Source: an optimization exercise on an open RTL-to-GDS flow (aim: small area and a short achievable clock period). Production flows keep margins and buffers that such runs may drop. Where RTL was checked, it was by simulation tests only, not by an equivalence proof against the original. Only the layout flow was run in runs 3, 4 and 7; the RTL was not checked for function there. No activity file was given, so power comes from the tool's default toggle rates.

==> flow/design.v <==
module inst_mem_responder #(
    parameter int WORD_SIZE = 16,
    parameter int ADDR_BITS = 8,
    parameter int LATENCY   = 2
) (
    input  logic                   clk,
    input  logic                   reset_n,
    input  logic                   readM,
    input  logic [WORD_SIZE-1:0]   address,
    output logic [WORD_SIZE-1:0]   data,
    output logic                   inputReady,
    output logic                   busy,
    input  logic                   load_en,
    input  logic [ADDR_BITS-1:0]   load_addr,
    input  logic [WORD_SIZE-1:0]   load_data,
    output logic [WORD_SIZE-1:0]   req_count
);
    localparam int DEPTH = 1 << ADDR_BITS;
    localparam int LO    = ADDR_BITS / 2;
    localparam int HI    = ADDR_BITS - LO;
    logic                 busy_q;
    logic                 ready_q;
    logic [WORD_SIZE-1:0] count_q;
    logic [WORD_SIZE-1:0] data_q;
    logic [(1<<HI)-1:0]   hr_q;
    logic [(1<<HI)-1:0]   hw_q;
    logic [(1<<LO)-1:0]   lr_q;
    logic [(1<<LO)-1:0]   lw_q;
    logic [(1<<LO)-1:0]   lo_dec;
    logic [WORD_SIZE-1:0] wdata_q;
    logic                 idle;
    logic                 wr_next;
    logic                 rd_next;
    logic [ADDR_BITS-1:0] a_next;
    logic [(1<<HI)-1:0]   hi_dec;
    logic [DEPTH-1:0]     sel_n;
    logic [DEPTH-1:0]     we;
    logic [DEPTH-1:0]     wen;
    logic [WORD_SIZE-1:0] rd;
    logic [WORD_SIZE-1:0] word_q [DEPTH];
    assign idle    = !busy_q;
    assign wr_next = idle && load_en;
    assign rd_next = idle && readM && !load_en;
    assign a_next  = load_en ? load_addr : address[ADDR_BITS-1:0];
    assign hi_dec  = (1 << HI)'(1) << a_next[ADDR_BITS-1:LO];
    assign lo_dec  = (1 << LO)'(1) << a_next[LO-1:0];
    always_ff @(posedge clk) begin
        hr_q    <= hi_dec;
        hw_q    <= wr_next ? hi_dec : '0;
        lr_q    <= rd_next ? lo_dec : '0;
        lw_q    <= lo_dec;
        wdata_q <= load_data;
        data_q  <= rd;
    end
    for (genvar w = 0; w < DEPTH; w++) begin : g_word
        logic [WORD_SIZE-1:0] nxt;
        imr_nand2 u_sel (.a(hr_q[w >> LO]), .b(lr_q[w % (1 << LO)]), .y(sel_n[w]));
        imr_nand2 u_wen (.a(hw_q[w >> LO]), .b(lw_q[w % (1 << LO)]), .y(wen[w]));
        imr_inv   u_we  (.a(wen[w]), .y(we[w]));
        for (genvar b = 0; b < WORD_SIZE; b++) begin : g_bit
            imr_hold u_hold (
                .we(we[w]), .wen(wen[w]), .d(wdata_q[b]), .q(word_q[w][b]),
                .y(nxt[b])
            );
        end
        always_ff @(posedge clk) word_q[w] <= nxt;
    end
    for (genvar b = 0; b < WORD_SIZE; b++) begin : g_rd
        logic [127:0] l1;    
        logic [63:0]  l2;    
        logic [15:0]  l3;    
        logic [7:0]   l4;    
        logic [1:0]   l5;    
        for (genvar i = 0; i < 128; i++) begin : g_l1
            imr_o22n u (
                .a0(sel_n[2*i]), .b0(word_q[2*i][b]),
                .a1(sel_n[2*i+1]), .b1(word_q[2*i+1][b]),
                .y(l1[i])
            );
        end
        for (genvar i = 0; i < 64; i++) begin : g_l2
            imr_nor2 u (.a(l1[2*i]), .b(l1[2*i+1]), .y(l2[i]));
        end
        for (genvar i = 0; i < 16; i++) begin : g_l3
            imr_nand4 u (.a(l2[4*i +: 4]), .y(l3[i]));
        end
        for (genvar i = 0; i < 8; i++) begin : g_l4
            imr_nor2 u (.a(l3[2*i]), .b(l3[2*i+1]), .y(l4[i]));
        end
        for (genvar i = 0; i < 2; i++) begin : g_l5
            imr_nand4 u (.a(l4[4*i +: 4]), .y(l5[i]));
        end
        imr_nor2 u_l6 (.a(l5[0]), .b(l5[1]), .y(rd[b]));
    end
    always_ff @(posedge clk or negedge reset_n) begin
        if (!reset_n) begin
            busy_q  <= 1'b0;
            ready_q <= 1'b0;
            count_q <= '0;
        end else begin
            busy_q  <= idle ? rd_next : !ready_q;
            ready_q <= busy_q && !ready_q;
            if (ready_q) count_q <= count_q + 1'b1;
        end
    end
    assign data       = data_q;
    assign inputReady = ready_q;
    assign busy       = busy_q;
    assign req_count  = count_q;
endmodule
module imr_nand2 (
    input  logic a,
    input  logic b,
    output logic y
);
    assign y = !(a && b);
endmodule
module imr_inv (
    input  logic a,
    output logic y
);
    assign y = !a;
endmodule
module imr_hold (
    input  logic we,
    input  logic wen,
    input  logic d,
    input  logic q,
    output logic y
);
    assign y = (we && d) || (wen && q);
endmodule
module imr_o22n (
    input  logic a0,
    input  logic b0,
    input  logic a1,
    input  logic b1,
    output logic y
);
    assign y = !((a0 || b0) && (a1 || b1));
endmodule
module imr_nand4 (
    input  logic [3:0] a,
    output logic       y
);
    assign y = !(&a);
endmodule
module imr_nor2 (
    input  logic a,
    input  logic b,
    output logic y
);
    assign y = !(a || b);
endmodule
==> flow/run.sh <==
#!/bin/bash
# synth_recipe.tcl (not shown) runs the flow's synth.tcl, then flattens the netlist and writes it again
# the make line also repeats each setting of config.mk as NAME=value (left out here)
make -C /OpenROAD-flow-scripts/flow DESIGN_CONFIG=/design/flow/config.mk WORK_HOME=/design/flow/orfs CLKGATE_MAP_FILE= SYNTH_SCRIPT=/design/flow/synth_recipe.tcl finish
==> flow/config.mk <==
export PLATFORM = sky130hd
export DESIGN_NAME = inst_mem_responder
export DESIGN_NICKNAME = inst_mem_responder
export VERILOG_FILES = /design/flow/design.v
export SDC_FILE = /design/flow/constraint.sdc
export NUM_CORES = 4
export LEC_CHECK = 0
export CAP_MARGIN = 20
export CORE_MARGIN = 2
export CORE_UTILIZATION = 62
export CTS_CLUSTER_DIAMETER = 50
export CTS_CLUSTER_SIZE = 24
export SETUP_SLACK_MARGIN = 3.3
export SLEW_MARGIN = 20
export SYNTH_HIERARCHICAL = 1
export SYNTH_MINIMUM_KEEP_SIZE = 0
==> flow/constraint.sdc <==
create_clock -name core_clock -period 5.5 [get_ports {clk}]
set_input_delay 1.1000 -clock core_clock [delete_from_list [all_inputs] [get_ports {clk}]]
set_output_delay 1.1000 -clock core_clock [all_outputs]
set_load 0.01 [all_outputs]
==> impl_metrics.toml, run 1 <==
[routing]
routed_wl_um = 536000
drc_errors = 0
ant_nets = 0
wl_per_cell_um = 31.9
via_per_inst = 7.47
drt_iter0_drc = 17282
dr.pass1.iters = 14
via_count = 125561

[placed_design]
dp_hpwl_um = 314000
io_buffers = 69
gp_congestion = 0.967

[worst_hold_path]
hp-class = "register to register"

[timing]
slew_headroom_pct = 15.8
hold_viol_final = 0
post-route-period-util_pct = 50.1
fin_tns_setup_ns = 0
setup_violations = 0
hold_ws_ns = 0.472
rsz0062_at_grt = "yes"
finalCriticalPeriod_ns = 2.75
worst_slew_pin_slew_ns = 1.26
finClkSkew_ns = 0.0517
drv_slew = 0
max_freq_ghz = 0.363

[floorplan]
dieArea_mm2 = 0.235
rows = 176
core_area_mm2 = 0.230
start_util_pct = 62.3
die_w_um = 484
boundaryPins = 78
die_h_um = 484

[finish]
areaGrowthSynthToFinish_pct = 17.4
regArea_mm2 = 0.0847
multiInputGateArea_mm2 = 0.0614
nFillCells = 15768
finalNetCount = 13553
drive_gt1_share_pct = 13.8

[logic_synthesis]
yosysSeqAreaShare_pct = 59.0
synthDistinctLibCells = 38
ys.flop_type = "dfxtp_1"
async_flop_share_pct = 0.428
synth_area_mm2 = 0.143
synth_cells = 12743
syn_area_per_cell_um2 = 11.2
yosysWarnings = 9
yosysTopAreaCell = "dfxtp_1"
synthesis.nets = 12788
synth_edf_count = 0
synth_top_area_share_pct = 58.6
yosys-top-cells-area = "dfxtp_1 59%, a22o_1 25%, o22ai_1 9.0%, nor2_1 3.2%, nand2_1 1.4%"
synth-seq-cells = 4210

[global_routing]
grt_overflow = 0
track_usage_pct = 43.0
grt_pass1_wl_um = 770000
grt_pass1_vias = 116420
grt_max_degree = 171
grt_antenna_before_repair = 23

[worst_setup_path]
start_kind = "register"
cp-startpoint = "lr_q[10]"
r2r_slack_ns = 2.75
crit_end = "data_q[2]"
r2r_start = "lr_q[10]"
cp.required_ns = 6.36
critical_path_class = "register to register"
arrival_ns = 3.62
r2r_end = "data_q[2]"
cp-end-kind = "register"
r2r_cells = 11
worstPathMaxFanout = 8

[clock_tree]
root_buffer = "clkbuf_16"
cts.hold.buffers_added = 0
clock_sinks = 4210
htree_levels = 5
cts_tree = "built"
cts-buffers-inserted = 335
clk_pin_slew_ns = 0.08
cts_buffer_depth = 4
clock_latency_ns = 0.98

[pwr]
max-vdd-ir-drop_mv = 0.329
p_leak_uw = 0.0670
cellPowerDensity_mw_per_mm2 = 372

[outcome]
status = "finished clean"

[job]
max_cap_violations = 0
## worst min-delay path by stage
stage                          startpoint  cells after the start  slack (ns)         endpoint
after CTS                   word_q[6][10]                      1        0.47    word_q[6][10]
after floorplan              word_q[0][0]                      1        0.44     word_q[0][0]
after global routing      word_q[175][11]                      1        0.48  word_q[175][11]
final                      word_q[254][7]                      1        0.47   word_q[254][7]
after detailed placement   word_q[140][3]                      1        0.45   word_q[140][3]
after global placement     word_q[132][8]                      1        0.45   word_q[132][8]
## what timing repair did
| action | CTS | global route |
|---|---|---|
| cloned | 12 | 2 |
| endpoints found under the setup margin | 4181 | 1441 |
| endpoints found under the hold margin | 0 | 0 |
| resized for setup | 1218 | 237 |
| buffers inserted | 164 | 98 |
| pin swaps | 176 | 144 |
## registers in the layout, summed over array words and instances (netlist names)
register	cells
count_q	16
busy_q	1
wdata_q	16
word_q	4096
hw_q	16
lw_q	16
ready_q	1
lr_q	16
data_q	16
hr_q	16
## stage by stage
step	util, %	std cells	cell area, µm²	worst slack [ns]	power (µW)
floorplan	-	12743	143000	3.52	35300
global placement	64.7	15921	149000	1.83	36500
detailed placement	64.7	15921	149000	1.76	36700
CTS	72.3	16695	166000	2.82	62300
global route	73.1	16803	168000	2.80	63900
finish	73.1	16810	168000	2.75	62500
## metal layers
metal | wire length [µm] | part of all wire [%] | GRT usage, %
met4 | 44500 | 8.3 | 31.1
met2 | 225000 | 42 | 61.4
met3 | 63300 | 12 | 10.1
met5 | 57 | 0.011 | 0
met1 | 202000 | 38 | 57.0
## cell usage after synthesis, types with 3 or more instances
cell	n
a22o_1	4096
a22oi_1	3
and3b_1	3
dfrtp_1	18
dfxtp_1	4192
inv_1	261
mux2_2	3
nand2_1	521
nand3_1	4
nand4_1	293
nor2_1	1239
nor2b_1	5
nor3_1	5
nor3b_1	4
nor4_2	4
o21ai_1	6
o22ai_1	2048
xnor2_1	5
xor2_1	10
## layout by cell type (no fill, tap or decap), types with 15 or more instances in the layout
cell type,count
dfxtp_2,30
nand2_4,71
clkinv_4,23
nor2_1,1006
inv_12,17
buf_12,85
nor2_4,75
dfxtp_4,66
nand2_8,80
diode_2,15
nand2_1,128
dfxtp_1,4096
buf_6,63
clkbuf_16,344
nand2_2,254
clkinv_2,15
clkinv_8,40
clkbuf_8,22
inv_1,108
inv_8,30
nand4_1,293
clkinvlp_4,170
inv_6,43
o22ai_2,20
buf_4,211
bufinv_16,21
clkbuf_1,18
o22ai_1,2024
clkdlybuf4s50_1,34
a22o_1,4096
nor2_2,158
## per-module statistics from Yosys, one instance, submodules excluded, a selection
module | cells inside | times used | flip-flops and latches
imr_nand2 | 1 | 512 | 0
inst_mem_responder | 4375 | 1 | 4210
imr_nand4 | 1 | 288 | 0
imr_inv | 1 | 256 | 0
imr_hold | 1 | 4096 | 0
imr_o22n | 1 | 2048 | 0
## report_power, final
group          switching [µW]  leakage [µW]  internal [µW]
combinational            1760        0.0270           1460
clock                   12600       0.00572          13400
sequential               1140        0.0342          32100
total                   15500        0.0670          47000
## kinds of logic after synthesis
family / share of synthesized area (%)
AO/OA/AOI/OAI: 34.1
XOR/XNOR: 0.0918
adder cells (fa/ha/maj): 0.00874
buffers and inverters: 0.707
flip-flops: 59.0
multiplexers: 0.0551
AND/OR/NAND/NOR: 6.07
## final cells by class
cell class	instances	area share, %
diodes	15	0.0223
clock buffers	383	5.33
clock inverters	215	1.70
inverters	261	0.925
multi-input cells	8279	36.5
flip-flops and latches	4210	50.4
well taps	3026	2.25
repair buffers	421	2.82
## critical path: stages, from the launching register on
cell and delay, ns:
dfxtp_4 0.44, buf_4 0.20, buf_4 0.19, buf_16 0.19, nand2_8 0.12, buf_4 0.15, o22ai_1 0.10, nor2_1 0.22
nand4_1 0.31, nor2_2 0.38, nand4_1 0.13, nor2_1 0.15
==> inputs of run 2 (changes only) <==
--- a/flow/config.mk
+++ b/flow/config.mk
@@ -8,8 +8,8 @@
 export CAP_MARGIN = 20
 export CORE_MARGIN = 2
-export CORE_UTILIZATION = 62
-export CTS_CLUSTER_DIAMETER = 50
-export CTS_CLUSTER_SIZE = 24
-export SETUP_SLACK_MARGIN = 3.3
+export CORE_UTILIZATION = 55
+export CTS_CLUSTER_DIAMETER = 60
+export CTS_CLUSTER_SIZE = 30
+export SETUP_SLACK_MARGIN = 3.1
 export SLEW_MARGIN = 20
 export SYNTH_HIERARCHICAL = 1
==> run 2 against run 1 <==
Still clean; flip-flop and latch count is the same; global-route usage shrank 4.5 points; final cell count grew 2.0%; synthesized area is the same; clock skew grew 0.0062 ns; die area grew 13%; routed wire length grew 0.67%; non-clock buffer count grew 104; critical path type unchanged.
==> impl_metrics.toml, run 2 <==
[outcome]
status = "finished clean"

[pwr]
p_leak_uw = 0.0671
max-vdd-ir-drop_mv = 0.357
cellPowerDensity_mw_per_mm2 = 348
fin_total_pwr_uw = 58300

[worst_setup_path]
cp-startpoint = "hr_q[4]"
critical_path_class = "register to register"
arrival_ns = 3.65
cp.required_ns = 6.38
cp-end-kind = "register"
r2r_start = "hr_q[4]"
start_kind = "register"
worstPathMaxFanout = 16

[clock_tree]
clock_sinks = 4210
cts_tree = "built"
cts_buffer_depth = 4
clock_latency_ns = 0.99
clk_pin_slew_ns = 0.10
cts-buffers-inserted = 242
root_buffer = "clkbuf_16"
htree_levels = 4

[logic_synthesis]
synth_edf_count = 0
async_flop_share_pct = 0.428
yosysSeqAreaShare_pct = 59.0
synth_top_area_share_pct = 58.6
synth_cells = 12743
synth-seq-cells = 4210
syn_area_per_cell_um2 = 11.2
synthDistinctLibCells = 38
yosysTopAreaCell = "dfxtp_1"
synthTopCellsByCount = "4192 x dfxtp_1, 4096 x a22o_1, 2048 x o22ai_1"
synth_area_mm2 = 0.143
ys.flop_type = "dfxtp_1"
yosysWarnings = 9
yosys-top-cells-area = "dfxtp_1 59%, a22o_1 25%, o22ai_1 9.0%, nor2_1 3.2%, nand2_1 1.4%"
synthesis.nets = 12788
yosysMostFrequentCell = "dfxtp_1"

[timing]
fin_tns_setup_ns = 0
max_freq_ghz = 0.361
slew_headroom_pct = 18.1
hold_viol_final = 0
finClkSkew_ns = 0.0579
rsz0062_at_grt = "yes"
finalCriticalPeriod_ns = 2.77
drv_slew = 0
setup_violations = 0
post-route-period-util_pct = 50.4
worst_slew_pin_slew_ns = 1.23

[global_routing]
grt_antenna_before_repair = 16
grt_pass1_vias = 114418
grt_max_degree = 133
grt_overflow = 0
grt_pass1_wl_um = 775000
track_usage_pct = 38.5

[finish]
final_cell_mix = "4099 x dfxtp_1, 4096 x a22o_1, 1988 x o22ai_1"
layout_commonest_cell = "dfxtp_1"
areaGrowthSynthToFinish_pct = 17.1
regMostFlops = "word_q"
drive_gt1_share_pct = 13.6
largest_reg_flops = 4096
finalNetCount = 13576
nFillCells = 20016
regArea_mm2 = 0.0847
multiInputGateArea_mm2 = 0.0624

[routing]
drt_iter0_drc = 17467
routed_wl_um = 539000
ant_nets = 0
drc_errors = 0
routed-wl-met2_um = 229000
via_count = 123004
wl_met3_um = 54600
wl_per_cell_um = 31.4
m1WireLength_um = 218000
dr.max_layer_used = "met5"
dr.pass1.iters = 7
via_per_inst = 7.17

[placed_design]
dp_hpwl_um = 325000
gp_congestion = 0.943
io_buffers = 69

[floorplan]
core_area_mm2 = 0.259
die_h_um = 514
rows = 187
dieArea_mm2 = 0.264
boundaryPins = 78
die_w_um = 514
start_util_pct = 55.2

[worst_hold_path]
hold_start = "word_q[37][12]"
hp-class = "register to register"

[job]
max_cap_violations = 0
-- run 2: changes by cell type in the layout (fill, tap and decap cells not counted), sizes merged --
cell,previous run,this run
inv,207,229
clkinvlp,170,138
nand2,533,545
bufinv,21,14
clkinv,78,70
clkbuf,384,258
clkdlybuf4s50,34,35
clkdlybuf4s15,1,0
diode,15,13
buf,385,489
-- run 2: layout make-up --
type,instances,share of cell area (%)
Clock inverter,190,1.64
Clock buffer,257,3.74
Sequential cell,4210,50.5
Inverter,261,0.878
Tap cell,3402,2.54
Antenna cell,13,0.0194
Multi-Input combinational cell,8291,37.3
Timing Repair Buffer,525,3.38
-- run 2: final timing paths --
kind / endpoint / slack (ns) / cells after the start
setup / recovery: data_q[6] / 2.73 / 8
hold / removal: word_q[37][12] / 0.47 / 1
setup reg to reg: data_q[6] / 2.73 / 8
hold reg to reg: word_q[37][12] / 0.47 / 1
max in group asynchronous: busy_q / 4.30 / 1
min in group asynchronous: count_q[5] / 0.60 / 1
-- run 2: cells by family (layout without fill, tap and decap cells) --
group	Yosys count	after routing	synth area share (%)
AO/OA/AOI/OAI	6160	6160	34.1
flip-flops	4210	4210	59.0
AND/OR/NAND/NOR	2084	2108	6.07
buffers and inverters	266	1233	0.707
XOR/XNOR	15	15	0.0918
multiplexers	7	7	0.0551
adder cells (fa/ha/maj)	1	1	0.00874
other	0	13	0
-- run 2: through the flow --
step | cells | setup WS (ns) | util [%] | hold slack, ns | instance area, µm²
3_3_place_gp | 16320 | 1.90 | 57.6 | 0.452 | 149000
5_1_grt | 17140 | 2.71 | 64.6 | 0.488 | 168000
2_1_floorplan | 12743 | 3.52 | - | 0.440 | 143000
4_1_cts | 16931 | 2.70 | 63.3 | 0.479 | 164000
6_report | 17149 | 2.73 | 64.6 | 0.474 | 168000
3_5_place_dp | 16320 | 1.86 | 57.6 | 0.453 | 149000
-- run 2: critical path, cell delays in order (launching register included) --
cell and delay (ns):
dfxtp_4 0.38, buf_12 0.17, nand2_8 0.19, o22ai_1 0.11
nor2_2 0.20, nand4_1 0.38, nor2_4 0.33, nand4_1 0.58
nor2_1 0.26
-- run 2: modules after synthesis (local to each module, per instance) --
module,cells,times used,flip-flops and latches
imr_nand4,1,288,0
imr_nand2,1,512,0
imr_o22n,1,2048,0
imr_hold,1,4096,0
imr_nor2,1,1168,0
imr_inv,1,256,0
inst_mem_responder,4375,1,4210
-- run 2: layer usage --
metal  GRT usage [%]  up-vias
li1                -    53371
met1            52.8    61330
met2            56.0     7005
met3            7.37     1288
met4            23.3       10
met5               0        -
-- run 2: what timing repair did --
item,4_1_cts,5_1_grt
pin swaps,160,246
setup buffers,147,197
gates cloned,17,8
resized for setup,1246,388
endpoints found under the setup margin,3546,1353
hold buffers,0,0
-- run 2: report_power, final --
part	switching, µW	internal [µW]	total [µW]
registers	1220	32100	33400
logic	1680	1450	3130
clock network	12000	9750	21800
==> inputs of run 3 (changes only) <==
--- a/flow/design.v
+++ b/flow/design.v
@@ -20,4 +20,5 @@
     localparam int HI    = ADDR_BITS - LO;
     logic                 busy_q;
+    logic                 idle_q;
     logic                 ready_q;
     logic [WORD_SIZE-1:0] count_q;
@@ -25,5 +26,5 @@
     logic [(1<<HI)-1:0]   hr_q;
     logic [(1<<HI)-1:0]   hw_q;
-    logic [(1<<LO)-1:0]   lr_q;
+    logic [(1<<LO)-1:0]   lr_q [2];
     logic [(1<<LO)-1:0]   lw_q;
     logic [(1<<LO)-1:0]   lo_dec;
@@ -39,5 +40,5 @@
     logic [WORD_SIZE-1:0] rd;
     logic [WORD_SIZE-1:0] word_q [DEPTH];
-    assign idle    = !busy_q;
+    assign idle    = idle_q;
     assign wr_next = idle && load_en;
     assign rd_next = idle && readM && !load_en;
@@ -48,5 +49,6 @@
         hr_q    <= hi_dec;
         hw_q    <= wr_next ? hi_dec : '0;
-        lr_q    <= rd_next ? lo_dec : '0;
+        lr_q[0] <= (rd_next && !a_next[ADDR_BITS-1]) ? lo_dec : '0;
+        lr_q[1] <= (rd_next &&  a_next[ADDR_BITS-1]) ? lo_dec : '0;
         lw_q    <= lo_dec;
         wdata_q <= load_data;
@@ -55,5 +57,6 @@
     for (genvar w = 0; w < DEPTH; w++) begin : g_word
         logic [WORD_SIZE-1:0] nxt;
-        imr_nand2 u_sel (.a(hr_q[w >> LO]), .b(lr_q[w % (1 << LO)]), .y(sel_n[w]));
+        imr_nand2 u_sel (.a(hr_q[w >> LO]), .b(lr_q[w >> (ADDR_BITS-1)][w % (1 << LO)]),
+                           .y(sel_n[w]));
         imr_nand2 u_wen (.a(hw_q[w >> LO]), .b(lw_q[w % (1 << LO)]), .y(wen[w]));
         imr_inv   u_we  (.a(wen[w]), .y(we[w]));
@@ -96,8 +99,10 @@
         if (!reset_n) begin
             busy_q  <= 1'b0;
+            idle_q  <= 1'b1;
             ready_q <= 1'b0;
             count_q <= '0;
         end else begin
             busy_q  <= idle ? rd_next : !ready_q;
+            idle_q  <= idle ? !rd_next : ready_q;
             ready_q <= busy_q && !ready_q;
             if (ready_q) count_q <= count_q + 1'b1;
--- a/flow/config.mk
+++ b/flow/config.mk
@@ -8,8 +8,8 @@
 export CAP_MARGIN = 20
 export CORE_MARGIN = 2
-export CORE_UTILIZATION = 55
+export CORE_UTILIZATION = 60
 export CTS_CLUSTER_DIAMETER = 60
 export CTS_CLUSTER_SIZE = 30
-export SETUP_SLACK_MARGIN = 3.1
+export SETUP_SLACK_MARGIN = 2.95
 export SLEW_MARGIN = 20
 export SYNTH_HIERARCHICAL = 1
==> run 3 against run 2 <==
Routed wire length is 3.6% lower; flip-flop and latch count is 17 higher; combinational power fell by 15%; synthesized cell count grew 0.39%; critical path type unchanged; core utilization is 2.7 points higher; synthesized area up 0.37%; via count fell by 0.81%.
==> impl_metrics.toml, run 3 <==
[worst_setup_path]
r2r_start = "lw_q[11]"
path_buf_inv = 2
r2r_cells = 4
path_cells = "buf_4 > nand2_1 > clkinvlp_4 > a22o_1"
r2r_slack_ns = 2.70
cp-end-kind = "register"
arrival_ns = 3.65
worstPathMaxFanout = 17
cp.required_ns = 6.35
cp_slowest_cell = "dfxtp_2"
critPathMaxStageDelay_ns = 0.78
critPathTopFamily = "buffers and inverters"
critical_path_class = "register to register"
start_kind = "register"
r2r_end = "word_q[75][0]"

[floorplan]
rows = 179
start_util_pct = 60.3
die_w_um = 493
boundaryPins = 78
dieArea_mm2 = 0.243
die_h_um = 493
core_area_mm2 = 0.238

[placed_design]
dpl_cell_area_mm2 = 0.149
gp_congestion = 1.01
io_buffers = 69
dp_hpwl_um = 315000

[pwr]
max-vdd-ir-drop_mv = 0.359
cellPowerDensity_mw_per_mm2 = 345
p_leak_uw = 0.0652

[finish]
multiInputGateArea_mm2 = 0.0597
layout_commonest_cell = "dfxtp_1"
largest_registers = "word_q: 4096 flops, lr_q: 32 flops"
areaGrowthSynthToFinish_pct = 11.6
finish.instance_area_mm2 = 0.160
finalNetCount = 13291
drive_gt1_share_pct = 7.71
regMostFlops = "word_q"
nFillCells = 17974
largest_reg_flops = 4096
final_cell_mix = "4121 x dfxtp_1, 4096 x a22o_1, 2049 x o22ai_1"
regArea_mm2 = 0.0850

[clock_tree]
clock_sinks = 4227
clock_latency_ns = 0.91
cts_buffer_depth = 3
htree_levels = 4
cts-buffers-inserted = 209
clk_pin_slew_ns = 0.11
cts_tree = "built"
root_buffer = "clkbuf_16"

[logic_synthesis]
synth_cells = 12793
yosys.area_share.simple_pct = 6.13
synthMuxAreaShare_pct = 0.00784
synth_compound_area_share_pct = 34.0
async_flop_share_pct = 0.449
synthesis.nets = 12838
yosys-top-cells-area = "dfxtp_1 59%, a22o_1 25%, o22ai_1 8.9%, nor2_1 3.2%, nand2_1 1.4%"
syn_area_per_cell_um2 = 11.2
synth_top_family_by_area = "compound AO/OA/AOI/OAI gates"
synth-adder-area-share_pct = 0.00871
yosysWarnings = 11
synth_xor_area_share_pct = 0.0915
yosysSeqAreaShare_pct = 59.0
yosysMostFrequentCell = "dfxtp_1"
synth_area_mm2 = 0.144
synth_edf_count = 0
synthTopCellsByCount = "4208 x dfxtp_1, 4096 x a22o_1, 2049 x o22ai_1"
synth-seq-cells = 4227
synth_top_area_share_pct = 58.6
ys.flop_type = "dfxtp_1"
synthDistinctLibCells = 42
yosysTopAreaCell = "dfxtp_1"

[timing]
setup_violations = 0
finClkSkew_ns = 0.0326
post-route-period-util_pct = 50.9
max_freq_ghz = 0.357
slew_headroom_pct = 19.9
fin_tns_setup_ns = 0
finalCriticalPeriod_ns = 2.80
hold_viol_final = 0
drv_slew = 0
worst_slew_pin_slew_ns = 1.20
rsz0062_at_grt = "yes"

[global_routing]
grt_pass1_wl_um = 751000
grt_max_degree = 129
track_usage_pct = 40.3
grt_pass1_vias = 112546
grt_overflow = 0
grt_antenna_before_repair = 21

[routing]
drc_errors = 0
via_per_inst = 7.35
wl_per_cell_um = 31.3
via_count = 122011
routed_wl_um = 520000
ant_nets = 0
dr.pass1.iters = 8
drt_iter0_drc = 16689

[job]
max_cap_violations = 0

[worst_hold_path]
hold_start = "word_q[238][11]"
hold_end = "word_q[238][11]"
hp-class = "register to register"
min_path_cells = 1

[outcome]
status = "finished clean"
run 3: changes by cell type after synthesis, sizes merged, moves of 4 or more:
cell,previous run,this run
and3,1,8
nor2,1239,1251
o21ai,8,0
or2,1,6
nor4,4,0
a21oi,0,4
dfxtp,4192,4208
inv,261,267
nand2b,1,5
nor3,5,10
run 3: per-module statistics from Yosys, one instance, submodules excluded:
| module | flops+latches | copies in the design | cells | area [µm²] |
|---|---|---|---|---|
| imr_o22n | 0 | 2048 | 1 | 6.26 |
| imr_nand2 | 0 | 512 | 1 | 3.75 |
| imr_hold | 0 | 4096 | 1 | 8.76 |
| imr_nand4 | 0 | 288 | 1 | 6.26 |
| inst_mem_responder | 4227 | 1 | 4425 | 85900 |
| imr_inv | 0 | 256 | 1 | 3.75 |
| imr_nor2 | 0 | 1168 | 1 | 3.75 |
run 3: stage by stage:
| step | utilization (%) | std cells | setup WS, ns | total power [µW] | hold slack (ns) |
|---|---|---|---|---|---|
| finish | 67.3 | 16597 | 2.70 | 55300 | 0.476 |
| global placement | 62.7 | 16095 | 2.21 | 36000 | 0.452 |
| detailed placement | 62.7 | 16095 | 2.14 | 36100 | 0.453 |
| CTS | 66.6 | 16528 | 2.83 | 55100 | 0.481 |
| global route | 67.3 | 16586 | 2.84 | 56600 | 0.486 |
| floorplan | - | 12793 | 3.41 | 34900 | 0.440 |
run 3: how the worst max path moves through the flow:
stage	startpoint	end	slack (ns)	cells after the start
final	lw_q[11]	word_q[75][0]	2.70	4
after global routing	lw_q[11]	word_q[203][11]	2.84	4
after CTS	lr_q[0][7]	data_q[1]	2.83	8
after detailed placement	lr_q[1][0]	data_q[10]	2.14	8
after global placement	lr_q[1][0]	data_q[3]	2.21	8
after floorplan	load_en	lr_q[1][0]	3.41	5
run 3: kinds of logic after synthesis:
group / count (synthesis)
AND/OR/NAND/NOR: 2109
flip-flops: 4227
XOR/XNOR: 15
multiplexers: 1
buffers and inverters: 274
AO/OA/AOI/OAI: 6166
adder cells (fa/ha/maj): 1
run 3: timing repair:
item | in CTS | in global routing
resized for setup | 554 | 236
setup buffers | 50 | 55
pin swaps | 26 | 33
gates cloned | 0 | 1
hold endpoints to repair | 0 | 0
hold buffers | 0 | 0
setup endpoints to repair | 570 | 1439
run 3: final cells by class:
class	count	share of cell area [%]
clock inverter	160	1.36
timing repair buffer	248	1.84
tap	3167	2.47
multi-input combinational	8293	37.3
clock buffer	223	3.34
sequential	4227	53.0
antenna	12	0.0187
inverter	267	0.705
run 3: per-layer routing:
metal,wire length (µm),global-route usage (%)
met1,205000,55.4
met2,220000,58.1
met3,59500,9.10
met5,137,0
met4,35000,24.0
run 3: report_power, final:
part,leakage (µW),internal [µW],switching (µW),total [µW]
combinational,0.0273,1240,1410,2660
clock,0.00364,8130,11400,19500
sequential,0.0343,32000,1060,33100
total,0.0652,41400,13800,55300
==> inputs of run 4 (changes only) <==
==> flow/config.mk (replaced) <==
export PLATFORM = sky130hd
export DESIGN_NAME = inst_mem_responder
export DESIGN_NICKNAME = inst_mem_responder
export VERILOG_FILES = /design/flow/design.v
export SDC_FILE = /design/flow/constraint.sdc
export NUM_CORES = 4
export LEC_CHECK = 0
export CAP_MARGIN = 10
export CORE_MARGIN = 2
export CORE_UTILIZATION = 60
export CTS_CLUSTER_DIAMETER = 100
export CTS_CLUSTER_SIZE = 26
export SETUP_SLACK_MARGIN = 2.9
export SLEW_MARGIN = 10
export SYNTH_HIERARCHICAL = 1
export SYNTH_MINIMUM_KEEP_SIZE = 0
==> run 4 against run 3 <==
Die area unchanged; largest power group unchanged; clock skew about the same; critical endpoint is now data_q[11]; first-iteration DRC count down 1.1%; clock power down about 20%; synthesized cell count unchanged; hold slack about the same; via count down 0.69%; final area down 2.3%; final cell count down 1.3%.
==> impl_metrics.toml, run 4 <==
[outcome]
status = "finished clean"

[routing]
dr.pass1.iters = 9
drt_iter0_drc = 16513
ant_nets = 0
via_count = 121164
via_per_inst = 7.40
wl_per_cell_um = 31.6
drc_errors = 0
routed_wl_um = 517000

[finish]
finalNetCount = 13215
regArea_mm2 = 0.0850
largest_registers = "word_q: 4096 flops, lr_q: 32 flops"
multiInputGateArea_mm2 = 0.0594
layout_commonest_cell = "dfxtp_1"
largest_reg_flops = 4096
nFillCells = 18263
final_cell_mix = "4123 x dfxtp_1, 4096 x a22o_1, 2049 x o22ai_1"
areaGrowthSynthToFinish_pct = 9.01
regMostFlops = "word_q"
drive_gt1_share_pct = 6.19

[clock_tree]
cts_tree = "built"
clock_sinks = 4227
root_buffer = "clkbuf_16"
htree_levels = 4
clock_latency_ns = 0.89
cts-buffers-inserted = 180
clk_pin_slew_ns = 0.10
cts_buffer_depth = 3

[job]
max_cap_violations = 0

[worst_hold_path]
min_path_cells = 1
hp-class = "register to register"

[worst_setup_path]
start_kind = "register"
cp-end-kind = "register"
cp.required_ns = 6.29
r2r_cells = 8
arrival_ns = 3.57
worstPathMaxFanout = 16
critical_path_class = "register to register"

[logic_synthesis]
ys.flop_type = "dfxtp_1"
synth_cells = 12793
synth_area_mm2 = 0.144
yosysMostFrequentCell = "dfxtp_1"
synth_edf_count = 0
yosys-top-cells-area = "dfxtp_1 59%, a22o_1 25%, o22ai_1 8.9%, nor2_1 3.2%, nand2_1 1.4%"
syn_area_per_cell_um2 = 11.2
async_flop_share_pct = 0.449
synthesis.nets = 12838
yosysTopAreaCell = "dfxtp_1"
yosysWarnings = 11
yosysSeqAreaShare_pct = 59.0
synthDistinctLibCells = 42
synth-seq-cells = 4227
synth_top_area_share_pct = 58.6
synthTopCellsByCount = "4208 x dfxtp_1, 4096 x a22o_1, 2049 x o22ai_1"

[global_routing]
grt_pass1_wl_um = 747000
grt_max_degree = 129
track_usage_pct = 40.2
grt_pass1_vias = 111530
grt_overflow = 0
grt_antenna_before_repair = 20

[floorplan]
die_w_um = 493
die_h_um = 493
rows = 179
start_util_pct = 60.3
dieArea_mm2 = 0.243
core_area_mm2 = 0.238
boundaryPins = 78

[timing]
worst_slew_pin_slew_ns = 1.40
post-route-period-util_pct = 50.5
rsz0062_at_grt = "yes"
finClkSkew_ns = 0.0323
fin_tns_setup_ns = 0
finalCriticalPeriod_ns = 2.78
fin_ws_ns = 2.72
slew_headroom_pct = 6.95
drv_slew = 0
hold_viol_final = 0
setup_violations = 0
max_freq_ghz = 0.360

[pwr]
p_int_uw = 39400
p_leak_uw = 0.0630
pwr-share-comb_pct = 4.9
switching_share_pct = 23.3
cellPowerDensity_mw_per_mm2 = 327
p_seq_share_pct = 64.6
max-vdd-ir-drop_mv = 0.353
clkPwrFrac_pct = 30.5
p_sw_uw = 11900

[placed_design]
gp_congestion = 1.01
pre_cts_slack_ns = 2.13
io_buffers = 69
dp_hpwl_um = 315000
[run 4: cell type report]
type                            instances  area share, %
Antenna cell                           19         0.0304
Clock buffer                          199           3.00
Clock inverter                         10         0.0799
Inverter                              267          0.753
Multi-Input combinational cell       8292           37.9
Sequential cell                      4227           54.3
Tap cell                             3167           2.53
Timing Repair Buffer                  202           1.41
[run 4: cells by family (layout without fill, tap and decap cells)]
group                    Yosys count  count (layout)  share of synthesized area [%]
AO/OA/AOI/OAI                   6166            6166                           34.0
adder cells (fa/ha/maj)            1               1                        0.00871
multiplexers                       1               1                        0.00784
AND/OR/NAND/NOR                 2109            2109                           6.13
other                              0              19                              0
flip-flops                      4227            4227                           59.0
buffers and inverters            274             678                          0.740
XOR/XNOR                          15              15                         0.0915
[run 4: per-layer routing]
layer	global-route usage [%]	wire, µm	vias up
met2	57.6	218000	7560
met3	8.54	58700	1322
met1	55.5	204000	59915
met4	24.6	35700	22
met5	0	142	-
li1	-	-	52345
[run 4: worst paths after layout]
kind | end | from | slack (ns)
worst min-delay path | word_q[185][15] | word_q[185][15] | 0.48
worst min register to register | word_q[185][15] | word_q[185][15] | 0.48
worst max-delay path | data_q[11] | lr_q[1][13] | 2.72
worst max register to register | data_q[11] | lr_q[1][13] | 2.72
max in group asynchronous | ready_q | reset_n | 4.25
min in group asynchronous | count_q[4] | reset_n | 0.70
[run 4: metrics by stage]
step	instances	utilization, %	area, µm²	hold WS (ns)	total power [µW]
2_1_floorplan	12793	-	144000	0.440	34900
4_1_cts	16331	65.2	155000	0.479	51200
6_report	16383	65.8	157000	0.477	51300
5_1_grt	16365	65.8	157000	0.484	52600
3_3_place_gp	16095	62.7	149000	0.452	36000
3_5_place_dp	16095	62.7	149000	0.453	36100
[run 4: power by group through the flow]
| stage | Combinational, µW | Clock, µW | Sequential [µW] |
|---|---|---|---|
| global route | 2630 | 16700 | 33300 |
| detailed placement | 2330 | 0 | 33800 |
| global placement | 2230 | 0 | 33700 |
| finish | 2520 | 15600 | 33100 |
| CTS | 2380 | 15700 | 33100 |
| floorplan | 1280 | 0 | 33600 |
[run 4: modules after synthesis, one instance, submodules excluded, a selection]
module	cell area, µm²	flip-flops and latches
imr_nand4	6.26	0
imr_nor2	3.75	0
imr_inv	3.75	0
imr_hold	8.76	0
imr_nand2	3.75	0
inst_mem_responder	85900	4227
[run 4: repair_timing]
| item | 4_1_cts | 5_1_grt |
|---|---|---|
| resized for setup | 489 | 207 |
| pin swaps | 24 | 27 |
| buffers inserted | 27 | 33 |
| setup endpoints to repair | 632 | 1141 |
| hold endpoints to repair | 0 | 0 |
| hold buffers | 0 | 0 |
[run 4: critical path, stage by stage (launching register included)]
cell and delay [ns]:
dfxtp_1 0.31, buf_4 0.31, nand2_4 0.27, o22ai_1 0.13
nor2_1 0.25, nand4_1 0.39, nor2_4 0.41, nand4_1 0.40
nor2_1 0.21
==> inputs of run 5 (changes only) <==
--- a/flow/design.v
+++ b/flow/design.v
@@ -27,5 +27,5 @@
     logic [(1<<HI)-1:0]   hw_q;
     logic [(1<<LO)-1:0]   lr_q [2];
-    logic [(1<<LO)-1:0]   lw_q;
+    logic [(1<<LO)-1:0]   lw_q [2];
     logic [(1<<LO)-1:0]   lo_dec;
     logic [WORD_SIZE-1:0] wdata_q;
@@ -51,5 +51,6 @@
         lr_q[0] <= (rd_next && !a_next[ADDR_BITS-1]) ? lo_dec : '0;
         lr_q[1] <= (rd_next &&  a_next[ADDR_BITS-1]) ? lo_dec : '0;
-        lw_q    <= lo_dec;
+        lw_q[0] <= !a_next[ADDR_BITS-1] ? lo_dec : '0;
+        lw_q[1] <=  a_next[ADDR_BITS-1] ? lo_dec : '0;
         wdata_q <= load_data;
         data_q  <= rd;
@@ -59,5 +60,6 @@
         imr_nand2 u_sel (.a(hr_q[w >> LO]), .b(lr_q[w >> (ADDR_BITS-1)][w % (1 << LO)]),
                            .y(sel_n[w]));
-        imr_nand2 u_wen (.a(hw_q[w >> LO]), .b(lw_q[w % (1 << LO)]), .y(wen[w]));
+        imr_nand2 u_wen (.a(hw_q[w >> LO]), .b(lw_q[w >> (ADDR_BITS-1)][w % (1 << LO)]),
+                           .y(wen[w]));
         imr_inv   u_we  (.a(wen[w]), .y(we[w]));
         for (genvar b = 0; b < WORD_SIZE; b++) begin : g_bit
--- a/flow/config.mk
+++ b/flow/config.mk
@@ -11,5 +11,5 @@
 export CTS_CLUSTER_DIAMETER = 100
 export CTS_CLUSTER_SIZE = 26
-export SETUP_SLACK_MARGIN = 2.9
+export SETUP_SLACK_MARGIN = 3.05
 export SLEW_MARGIN = 10
 export SYNTH_HIERARCHICAL = 1
==> run 5 against run 4 <==
Routed wire length rose by 1.6%; synthesized cell count grew 0.31%; fmax up 7.0%; die area is 0.26% higher; via count up 0.73%; hold slack lost 0.0012 ns; synthesized area up 0.26%; final cell count is 0.71% higher; combinational power shrank 16%; critical endpoint is now data_q[14]; highest routed layer unchanged.
==> impl_metrics.toml, run 5 <==
[worst_hold_path]
hp-class = "register to register"
hold_start = "word_q[109][14]"
hold_end = "word_q[109][14]"
min_path_cells = 1

[finish]
regMostFlops = "word_q"
areaGrowthSynthToFinish_pct = 10.0
largest_reg_flops = 4096
largest_registers = "word_q: 4096 flops, lr_q: 32 flops, lw_q: 32 flops"
drive_gt1_share_pct = 7.14
final_cell_mix = "4139 x dfxtp_1, 4096 x a22o_1, 2048 x o22ai_1"
finalNetCount = 13337
final_util_pct = 66.5
layout_commonest_cell = "dfxtp_1"

[global_routing]
grt_pass1_vias = 113363
grt_pass1_wl_um = 757000
track_usage_pct = 40.8
grt_max_degree = 137
grt_overflow = 0
grt_antenna_before_repair = 14

[timing]
drv_slew = 0
post-route-period-util_pct = 47.2
worst_slew_pin_slew_ns = 1.42
hold_viol_final = 0
fin_tns_setup_ns = 0
setup_violations = 0
finalCriticalPeriod_ns = 2.60
slew_headroom_pct = 5.58
rsz0062_at_grt = "yes"
max_freq_ghz = 0.385
finClkSkew_ns = 0.0253

[logic_synthesis]
synthDistinctLibCells = 42
synth_cells = 12833
yosys-top-cells-area = "dfxtp_1 59%, a22o_1 25%, o22ai_1 8.9%, nor2_1 3.2%, nand2_1 1.4%"
yosysMostFrequentCell = "dfxtp_1"
yosysWarnings = 13
synthTopCellsByCount = "4224 x dfxtp_1, 4096 x a22o_1, 2048 x o22ai_1"
syn_area_per_cell_um2 = 11.2
ys.flop_type = "dfxtp_1"
synth-seq-cells = 4243
synth_edf_count = 0
async_flop_share_pct = 0.448
synth_area_mm2 = 0.144
synthesis.nets = 12878
synth_top_area_share_pct = 58.7
yosysTopAreaCell = "dfxtp_1"
yosysSeqAreaShare_pct = 59.0

[routing]
drt_iter0_drc = 16613
dr.pass1.iters = 8
routed_wl_um = 525000
drc_errors = 0
ant_nets = 0
via_per_inst = 7.40
via_count = 122048
wl_per_cell_um = 31.8

[floorplan]
boundaryPins = 78
die_h_um = 494
dieArea_mm2 = 0.244
rows = 179
core_area_mm2 = 0.238
start_util_pct = 60.4
die_w_um = 494

[worst_setup_path]
arrival_ns = 3.40
r2r_cells = 7
worstPathMaxFanout = 16
cp-end-kind = "register"
r2r_end = "data_q[14]"
critical_path_class = "register to register"
cp.required_ns = 6.31
start_kind = "register"
r2r_start = "hr_q[2]"
r2r_slack_ns = 2.90

[pwr]
p_leak_uw = 0.0639
p_int_uw = 38500
p_seq_share_pct = 64.4
max-vdd-ir-drop_mv = 0.323
clkPwrFrac_pct = 31.4
pwr-share-comb_pct = 4.2
cellPowerDensity_mw_per_mm2 = 316
p_sw_uw = 11600
switching_share_pct = 23.1

[job]
max_cap_violations = 0

[clock_tree]
clock_latency_ns = 0.90
root_buffer = "clkbuf_16"
clk_pin_slew_ns = 0.10
cts-buffers-inserted = 181
cts_tree = "built"
cts.hold.buffers_added = 0
htree_levels = 4
cts_buffer_depth = 3
clock_sinks = 4243

[outcome]
status = "finished clean"

[placed_design]
io_buffers = 69
gp_congestion = 1.01
dp_hpwl_um = 319000
==> run 5: cell count changes in the layout (fill, tap and decap cells not counted), sizes merged, moves of 4 or more <==
cell      delta
nand2        +9
or2          -5
nor3        +42
nor2        -23
inv          +4
dfxtp       +16
clkinvlp     -8
buf         +87
and3         -4
==> run 5: through the flow <==
stage | area [µm²] | std cells | hold slack [ns] | setup slack, ns | total power, µW
after global routing | 158000 | 16488 | 0.488 | 2.85 | 51200
final | 158000 | 16500 | 0.476 | 2.90 | 50000
after CTS | 156000 | 16394 | 0.477 | 2.91 | 49900
after floorplan | 144000 | 12833 | 0.440 | 3.31 | 33700
after global placement | 150000 | 16172 | 0.452 | 2.20 | 34700
after detailed placement | 150000 | 16172 | 0.453 | 2.14 | 34800
==> run 5: area by class of cell <==
class	count	area (µm²)
Clock inverter	11	140
Antenna cell	19	47.5
Timing Repair Buffer	290	2970
Sequential cell	4243	85300
Multi-Input combinational cell	8312	60200
Tap cell	3167	3960
Inverter	264	1140
Fill cell	18423	79900
Clock buffer	194	4680
==> run 5: routing by layer <==
metal	share of wire, %	global-route usage, %	up-vias
met5	0.021	0	-
met4	7.8	29.4	10
met3	11	8.66	1385
met2	43	58.2	7616
met1	39	54.7	60367
li1	-	-	52670
==> run 5: cells by family (layout without fill, tap and decap cells) <==
family                   count (synthesis)  count (layout)  share of synthesized area (%)
flip-flops                            4243            4243                           59.0
buffers and inverters                  278             759                          0.741
multiplexers                             2               2                         0.0148
AO/OA/AOI/OAI                         6165            6165                           33.9
other                                    0              19                              0
AND/OR/NAND/NOR                       2129            2129                           6.16
XOR/XNOR                                15              15                         0.0964
adder cells (fa/ha/maj)                  1               1                        0.00869
==> run 5: critical path: stages (launching register included) <==
cell and delay, ns:
dfxtp_2 0.59, nand2_2 0.42, o22ai_1 0.14, nor2_1 0.26
nand4_1 0.21, nor2_4 0.33, nand4_1 0.38, nor2_1 0.17
==> run 5: worst max path at each step <==
stage | slack [ns] | to | cells after the start | start
after detailed placement | 2.14 | hw_q[10] | 3 | load_en
after global placement | 2.20 | hw_q[10] | 3 | load_en
after CTS | 2.91 | req_count[6] | 1 | count_q[6]
after floorplan | 3.31 | lw_q[1][0] | 5 | load_en
after global routing | 2.85 | data_q[14] | 7 | hr_q[2]
final | 2.90 | data_q[14] | 7 | hr_q[2]
==> run 5: modules after synthesis, one instance, submodules excluded <==
module,cell area [µm²],times used
inst_mem_responder,86300,1
imr_hold,8.76,4096
imr_nand4,6.26,288
imr_o22n,6.26,2048
imr_inv,3.75,256
imr_nand2,3.75,512
imr_nor2,3.75,1168
==> run 5: what timing repair did <==
item / CTS / global route
buffers inserted: 17 / 87
gates cloned: 0 / 0
resized for setup: 626 / 292
pin swaps: 26 / 59
endpoints found under the setup margin: 879 / 1778
==> run 5: power by group through the flow <==
stage / Sequential (µW) / Clock (µW) / Combinational, µW
global route: 32300 / 16800 / 2160
global placement: 32900 / 0 / 1840
finish: 32200 / 15700 / 2110
detailed placement: 32900 / 0 / 1910
CTS: 32200 / 15700 / 1970
floorplan: 32900 / 0 / 794
==> inputs of run 6 (changes only) <==
--- a/flow/config.mk
+++ b/flow/config.mk
@@ -8,7 +8,7 @@
 export CAP_MARGIN = 10
 export CORE_MARGIN = 2
-export CORE_UTILIZATION = 60
+export CORE_UTILIZATION = 66
 export CTS_CLUSTER_DIAMETER = 100
-export CTS_CLUSTER_SIZE = 26
+export CTS_CLUSTER_SIZE = 28
 export SETUP_SLACK_MARGIN = 3.05
 export SLEW_MARGIN = 10
==> run 6 against run 5 <==
Synthesized area unchanged; global-route usage increased by 2.6 points; via count increased by 0.91%; synthesized cell count unchanged; sequential share of layout area up 0.37 points; count of clock-buffer cells in the layout decreased by 11; critical path type unchanged; flip-flop and latch count is the same; core utilization grew 6.0 points; still clean.
==> impl_metrics.toml, run 6 <==
[placed_design]
io_buffers = 69
gp_congestion = 1.04
dp_hpwl_um = 310000

[worst_setup_path]
r2r_cells = 8
start_kind = "register"
critPathMaxStageDelay_ns = 0.42
worstPathMaxFanout = 16
path_cells = "buf_6 > nand2_8 > o22ai_1 > nor2_1 > nand4_1 > nor2_2 > nand4_1 > nor2_1"
critical_path_class = "register to register"
r2r_slack_ns = 2.86
cp.required_ns = 6.28
cp-end-kind = "register"
arrival_ns = 3.42
cp_slowest_cell = "nor2_2"

[timing]
worst_slew_pin_slew_ns = 1.29
drv_slew = 0
fin_tns_setup_ns = 0
hold_viol_final = 0
max_freq_ghz = 0.379
slew_headroom_pct = 14.0
finalCriticalPeriod_ns = 2.64
post-route-period-util_pct = 48.0
finClkSkew_ns = 0.0316
rsz0062_at_grt = "yes"
setup_violations = 0

[finish]
finalNetCount = 13295
final_util_pct = 72.5
largest_reg_flops = 4096
nFillCells = 15394
regMostFlops = "word_q"
layout_commonest_cell = "dfxtp_1"
largest_registers = "word_q: 4096 flops, lr_q: 32 flops, lw_q: 32 flops"
final_cell_mix = "4162 x dfxtp_1, 4096 x a22o_1, 2048 x o22ai_1"
areaGrowthSynthToFinish_pct = 9.15
drive_gt1_share_pct = 6.90

[logic_synthesis]
synth_cells = 12833
synthTopCellsByCount = "4224 x dfxtp_1, 4096 x a22o_1, 2048 x o22ai_1"
yosysMostFrequentCell = "dfxtp_1"
synth-adder-area-share_pct = 0.00869
yosys.area_share.simple_pct = 6.16
synthMuxAreaShare_pct = 0.0148
yosysSeqAreaShare_pct = 59.0
synth_xor_area_share_pct = 0.0964
synth_compound_area_share_pct = 33.9
yosys-top-cells-area = "dfxtp_1 59%, a22o_1 25%, o22ai_1 8.9%, nor2_1 3.2%, nand2_1 1.4%"
yosysTopAreaCell = "dfxtp_1"
synthesis.nets = 12878
synth-seq-cells = 4243
async_flop_share_pct = 0.448
synth_edf_count = 0
synth_top_family_by_area = "compound AO/OA/AOI/OAI gates"
yosysWarnings = 13
ys.flop_type = "dfxtp_1"
synth_top_area_share_pct = 58.7
synth_area_mm2 = 0.144
synthDistinctLibCells = 42
syn_area_per_cell_um2 = 11.2

[global_routing]
grt_antenna_before_repair = 25
track_usage_pct = 43.3
grt_pass1_wl_um = 741000
grt_max_degree = 137
grt_pass1_vias = 113458
grt_overflow = 0

[routing]
drc_errors = 0
drt_iter0_drc = 19270
dr.pass1.iters = 8
via_per_inst = 7.63
routed_wl_um = 509000
via_count = 123154
wl_per_cell_um = 31.5
ant_nets = 0

[floorplan]
dieArea_mm2 = 0.222
start_util_pct = 66.4
rows = 171
die_h_um = 471
die_w_um = 471
core_area_mm2 = 0.217
boundaryPins = 78

[clock_tree]
cts.hold.buffers_added = 0
cts_buffer_depth = 3
clock_sinks = 4243
cts-buffers-inserted = 169
cts_tree = "built"
root_buffer = "clkbuf_16"
clock_latency_ns = 0.87
clk_pin_slew_ns = 0.10
htree_levels = 4

[pwr]
pwr-share-comb_pct = 4.3
cellPowerDensity_mw_per_mm2 = 313
clkPwrFrac_pct = 30.4
switching_share_pct = 22.8
p_leak_uw = 0.0634
max-vdd-ir-drop_mv = 0.324
p_seq_share_pct = 65.4
p_sw_uw = 11200
p_int_uw = 38100

[worst_hold_path]
min_path_cells = 1
hp-class = "register to register"

[outcome]
status = "finished clean"

[job]
max_cap_violations = 0
## run 6: cell counts after synthesis
Identical to the previous run, type by type.
## run 6: cell type report
| class | count | area, µm² | area share (%) |
|---|---|---|---|
| sequential | 4243 | 85200 | 54.2 |
| clock inverter | 3 | 33.8 | 0.0215 |
| inverter | 264 | 1170 | 0.745 |
| clock buffer | 183 | 4370 | 2.78 |
| tap | 2854 | 3570 | 2.27 |
| timing repair buffer | 259 | 2510 | 1.60 |
| multi-input combinational | 8313 | 60200 | 38.3 |
| antenna | 29 | 72.6 | 0.0462 |
## run 6: final timing paths
check,startpoint,end
setup / recovery,lr_q[1][4],data_q[13]
hold / removal,word_q[109][11],word_q[109][11]
setup reg to reg,lr_q[1][4],data_q[13]
hold reg to reg,word_q[109][11],word_q[109][11]
max in group asynchronous,reset_n,ready_q
min in group asynchronous,reset_n,count_q[11]
## run 6: modules after synthesis, one instance, submodules excluded
module	copies in the design	flip-flops and latches
imr_nand4	288	0
inst_mem_responder	1	4243
imr_hold	4096	0
imr_o22n	2048	0
imr_nor2	1168	0
imr_nand2	512	0
imr_inv	256	0
## run 6: critical path: cells and delay by family, from the launching register on
kind | cells | cell delay [ns]
AOI/OAI and AO/OA | 1 | 0.10
buffers and inverters | 1 | 0.25
DFF | 1 | 0.39
and+or+nand+nor | 6 | 1.77
## run 6: kinds of logic after synthesis
| logic type | count (synthesis) |
|---|---|
| compound gates | 6165 |
| flops | 4243 |
| simple gates | 2129 |
| buf+inv | 278 |
| xor+xnor | 15 |
| mux | 2 |
| fa+ha+maj | 1 |
## run 6: power by group through the flow
| stage | sequential [µW] | combinational, µW | clock (µW) |
|---|---|---|---|
| final | 32200 | 2100 | 15000 |
| after global routing | 32300 | 2150 | 16000 |
| after CTS | 32200 | 1960 | 14900 |
| after detailed placement | 32900 | 1900 | 0 |
| after global placement | 32800 | 1830 | 0 |
| after floorplan | 32900 | 794 | 0 |
## run 6: metrics by stage
| step | hold slack [ns] | power, µW | std cells | setup WS [ns] | cell area (µm²) |
|---|---|---|---|---|---|
| finish | 0.479 | 49300 | 16148 | 2.86 | 157000 |
| global route | 0.490 | 50400 | 16132 | 2.91 | 157000 |
| CTS | 0.482 | 49100 | 16073 | 2.91 | 155000 |
| detailed placement | 0.453 | 34800 | 15870 | 2.31 | 150000 |
| global placement | 0.452 | 34700 | 15870 | 2.35 | 150000 |
| floorplan | 0.440 | 33700 | 12833 | 3.31 | 144000 |
## run 6: routing by layer
| layer | global-route usage, % | up-vias | routed length, µm |
|---|---|---|---|
| li1 | - | 52552 | - |
| met1 | 58.5 | 60544 | 193000 |
| met2 | 61.4 | 8499 | 212000 |
| met3 | 10.2 | 1551 | 61700 |
| met4 | 30.1 | 8 | 41500 |
| met5 | 0 | - | 55 |
## run 6: what timing repair did
| action | 4_1_cts | 5_1_grt |
|---|---|---|
| endpoints found under the setup margin | 142 | 1217 |
| setup buffers | 17 | 45 |
| pin swaps | 16 | 51 |
| gates resized for setup | 535 | 380 |
| gates cloned | 0 | 1 |
==> inputs of run 7 (changes only) <==
--- a/flow/design.v
+++ b/flow/design.v
@@ -23,5 +23,5 @@
     logic                 ready_q;
     logic [WORD_SIZE-1:0] count_q;
-    logic [WORD_SIZE-1:0] data_q;
+    logic [1:0]           half_q [WORD_SIZE];
     logic [(1<<HI)-1:0]   hr_q;
     logic [(1<<HI)-1:0]   hw_q;
@@ -38,5 +38,4 @@
     logic [DEPTH-1:0]     we;
     logic [DEPTH-1:0]     wen;
-    logic [WORD_SIZE-1:0] rd;
     logic [WORD_SIZE-1:0] word_q [DEPTH];
     assign idle    = idle_q;
@@ -54,5 +53,4 @@
         lw_q[1] <=  a_next[ADDR_BITS-1] ? lo_dec : '0;
         wdata_q <= load_data;
-        data_q  <= rd;
     end
     for (genvar w = 0; w < DEPTH; w++) begin : g_word
@@ -96,5 +94,6 @@
             imr_nand4 u (.a(l4[4*i +: 4]), .y(l5[i]));
         end
-        imr_nor2 u_l6 (.a(l5[0]), .b(l5[1]), .y(rd[b]));
+        always_ff @(posedge clk) half_q[b] <= l5;
+        imr_nor2 u_l6 (.a(half_q[b][0]), .b(half_q[b][1]), .y(data[b]));
     end
     always_ff @(posedge clk or negedge reset_n) begin
@@ -111,5 +110,4 @@
         end
     end
-    assign data       = data_q;
     assign inputReady = ready_q;
     assign busy       = busy_q;
--- a/flow/config.mk
+++ b/flow/config.mk
@@ -8,8 +8,8 @@
 export CAP_MARGIN = 10
 export CORE_MARGIN = 2
-export CORE_UTILIZATION = 66
+export CORE_UTILIZATION = 60
 export CTS_CLUSTER_DIAMETER = 100
-export CTS_CLUSTER_SIZE = 28
-export SETUP_SLACK_MARGIN = 3.05
+export CTS_CLUSTER_SIZE = 26
+export SETUP_SLACK_MARGIN = 3.0
 export SLEW_MARGIN = 10
 export SYNTH_HIERARCHICAL = 1
==> run 7 against run 6 <==
Still clean; fmax decreased by 4.7%; global-route usage is 2.9 points lower; flip-flop and latch count rose by 16; register-to-register slack worse by 0.04 ns; sequential share of layout area up 0.55 points; worst setup slack lost 0.13 ns; final cell count rose by 1.8%; routed wire length increased by 2.7%; via count is 0.96% lower; synthesized cell count hardly changed; hold slack got worse by 0.0024 ns.
==> impl_metrics.toml, run 7 <==
[outcome]
status = "finished clean"

[finish]
final_cell_count_no_fill = 16436
finalNetCount = 13250
drive_gt1_share_pct = 5.73
final_cell_mix = "4140 x dfxtp_1, 4096 x a22o_1, 2048 x o22ai_1"
regMostFlops = "word_q"
layout_commonest_cell = "dfxtp_1"
largest_reg_flops = 4096
areaGrowthSynthToFinish_pct = 8.19

[clock_tree]
cts.hold.buffers_added = 0
cts_buffer_depth = 3
cts_tree = "built"
clock_latency_ns = 0.89
clock_sinks = 4259
cts-buffers-inserted = 181
clk_pin_slew_ns = 0.11
htree_levels = 4
root_buffer = "clkbuf_16"

[routing]
via_per_inst = 7.42
routed_wl_um = 522000
drt_iter0_drc = 17153
dr.pass1.iters = 6
ant_nets = 0
wl_per_cell_um = 31.8
via_count = 121973
drc_errors = 0

[timing]
hold_viol_final = 0
fin_tns_setup_ns = 0
finalCriticalPeriod_ns = 2.77
slew_headroom_pct = 14.1
finClkSkew_ns = 0.0321
setup_violations = 0
worst_slew_pin_slew_ns = 1.29
post-route-period-util_pct = 50.4
max_freq_ghz = 0.361
rsz0062_at_grt = "yes"
drv_slew = 0

[placed_design]
place_inst = 16186
io_buffers = 69
dp_hpwl_um = 317000
gp_congestion = 0.990

[floorplan]
die_h_um = 495
dieArea_mm2 = 0.245
die_w_um = 495
rows = 180
boundaryPins = 78
start_util_pct = 60.2
core_area_mm2 = 0.240

[logic_synthesis]
synth-seq-cells = 4259
yosysTopAreaCell = "dfxtp_1"
synth_cells = 12838
synthTopCellsByCount = "4240 x dfxtp_1, 4096 x a22o_1, 2048 x o22ai_1"
synth_area_mm2 = 0.144
yosysSeqAreaShare_pct = 59.1
yosysWarnings = 15
synth_top_area_share_pct = 58.8
synthesis.nets = 12883
syn_area_per_cell_um2 = 11.2
ys.flop_type = "dfxtp_1"
yosysMostFrequentCell = "dfxtp_1"
synthDistinctLibCells = 40
async_flop_share_pct = 0.446
yosys-top-cells-area = "dfxtp_1 59%, a22o_1 25%, o22ai_1 8.9%, nor2_1 3.1%, nand2_1 1.4%"
synth_edf_count = 0

[worst_hold_path]
hold_start = "word_q[105][5]"
hp-class = "register to register"

[worst_setup_path]
cp-end-kind = "output pin"
r2r_cells = 7
worstPathMaxFanout = 1
cp_slowest_cell = "dfxtp_2"
critPathMaxStageDelay_ns = 0.37
cp.required_ns = 4.40
r2r_start = "lr_q[1][7]"
arrival_ns = 1.67
path_cells = "nor2_4 > buf_6"
start_kind = "register"
cp-startpoint = "half_q[2][0]"
r2r_end = "half_q[9][1]"
crit_end = "data[2]"
r2r_slack_ns = 2.82
critical_path_class = "register to output pin"

[pwr]
switching_share_pct = 22.8
cellPowerDensity_mw_per_mm2 = 320
p_seq_share_pct = 64.7
p_int_uw = 38600
pwr-share-comb_pct = 4.1
clkPwrFrac_pct = 31.2
p_sw_uw = 11400
max-vdd-ir-drop_mv = 0.328
fin_total_pwr_uw = 50000
p_leak_uw = 0.0621

[global_routing]
grt_pass1_vias = 112587
grt_max_degree = 140
grt_antenna_before_repair = 27
grt_pass1_wl_um = 753000
grt_overflow = 0
track_usage_pct = 40.5

[job]
max_cap_violations = 0
==> run 7: worst min path at each step <==
stage / depth (start not counted) / end / slack [ns]
6_report: 1 / word_q[105][5] / 0.48
5_1_grt: 1 / word_q[61][6] / 0.49
4_1_cts: 1 / word_q[151][8] / 0.48
3_5_place_dp: 1 / word_q[116][6] / 0.45
3_3_place_gp: 1 / word_q[102][4] / 0.45
2_1_floorplan: 1 / word_q[0][0] / 0.44
==> run 7: metrics by stage <==
step | setup slack (ns) | instance area, µm² | utilization (%) | hold WS [ns]
final | 2.73 | 156000 | 65.1 | 0.477
after global routing | 2.72 | 156000 | 65.1 | 0.486
after CTS | 2.69 | 156000 | 64.9 | 0.481
after detailed placement | 2.40 | 150000 | 62.6 | 0.453
after global placement | 2.22 | 150000 | 62.6 | 0.452
after floorplan | 3.51 | 144000 | - | 0.440
==> run 7: timing repair <==
action,CTS,global route
resized for setup,432,129
pin swaps,17,12
setup buffers,16,5
setup endpoints to repair,436,1263
==> run 7: metal layers <==
| metal | part of all wire (%) | wire length, µm | track usage (%) |
|---|---|---|---|
| met2 | 43 | 222000 | 58.1 |
| met5 | 0.013 | 69 | 0 |
| met1 | 39 | 203000 | 54.2 |
| met4 | 7.9 | 41100 | 28.7 |
| met3 | 11 | 55600 | 8.44 |
==> run 7: worst max-delay path: cells and delay by family, from the launching register on <==
kind / cells / cell delay [ns]
flip-flops: 1 / 0.37
buffers and inverters: 1 / 0.15
AND/OR/NAND/NOR: 1 / 0.28
==> run 7: per-module statistics from Yosys, one instance, submodules excluded <==
module	area (µm²)	flip-flops and latches	times used
inst_mem_responder	86600	4259	1
imr_hold	8.76	0	4096
imr_nand4	6.26	0	288
imr_o22n	6.26	0	2048
imr_inv	3.75	0	256
imr_nand2	3.75	0	512
imr_nor2	3.75	0	1168
==> run 7: cell families (layout without fill, tap and decap cells) <==
family | Yosys count | count (layout) | synth area share (%)
compound gates | 6162 | 6162 | 33.9
xor+xnor | 15 | 15 | 0.0910
fa+ha+maj | 1 | 1 | 0.00866
buf+inv | 283 | 667 | 0.773
flops | 4259 | 4259 | 59.1
mux | 1 | 1 | 0.00780
other cells | 0 | 29 | 0
simple gates | 2117 | 2117 | 6.12
==> run 7: power groups by stage <==
stage / sequential, µW / clock, µW / combinational, µW
final: 32300 / 15600 / 2040
after CTS: 32300 / 15700 / 1970
after detailed placement: 33000 / 0 / 1890
after global routing: 32400 / 16700 / 2090
after floorplan: 33000 / 0 / 807
after global placement: 33000 / 0 / 1830
==> run 7: cell type report <==
class,instances,area (µm²)
Tap cell,3185,3990
Sequential cell,4259,85600
Inverter,266,1140
Clock inverter,4,32.5
Antenna cell,29,72.6
Multi-Input combinational cell,8296,58800
Timing Repair Buffer,201,1940
Fill cell,18650,83600
Clock buffer,196,4710

-- re-timing with driven ports --
The flow's constraints put no driver on any port. The routed layouts listed below were extracted and timed again, unchanged, in two steps. Step 1 assumes that a clkbuf_16 drives the clock port and a buf_2 every other input. Step 2 moves the port delays by t, midway between the first and last clock arrival at a register: inputs arrive t later, outputs are due t later. That takes back most of the time a late clock gives input paths. Slacks: ideal ports / drivers / drivers and shift; pairs: ideal ports / drivers.
run | t (ns) | setup slack, ns | worst setup path at the end | slew at the worst register clock pin (ns) | worst data-port slew with drivers (ns)
run 1 | 1.065 | 2.745 / 2.745 / 2.406 | input to register | 0.09 / 0.09 | 0.20
run 2 | 1.046 | 2.727 / 2.640 / 2.189 | input to register | 0.12 / 0.12 | 0.13
run 3 | 0.996 | 2.700 / 2.700 / 2.066 | input to register | 0.12 / 0.12 | 0.19
run 4 | 0.976 | 2.721 / 2.721 / 2.071 | input to register | 0.11 / 0.11 | 0.18
run 5 | 0.976 | 2.904 / 2.842 / 2.202 | input to register | 0.11 / 0.11 | 0.16
run 6 | 0.955 | 2.858 / 2.845 / 2.358 | input to register | 0.12 / 0.12 | 0.29
run 7 | 0.966 | 2.727 / 2.629 / 2.298 | input to register | 0.11 / 0.11 | 0.29
After both steps setup and hold are still met in every run listed. For run 5, which loses most, drivers alone change the setup slack by -0.062 ns; drivers and shift together by -0.702 ns.
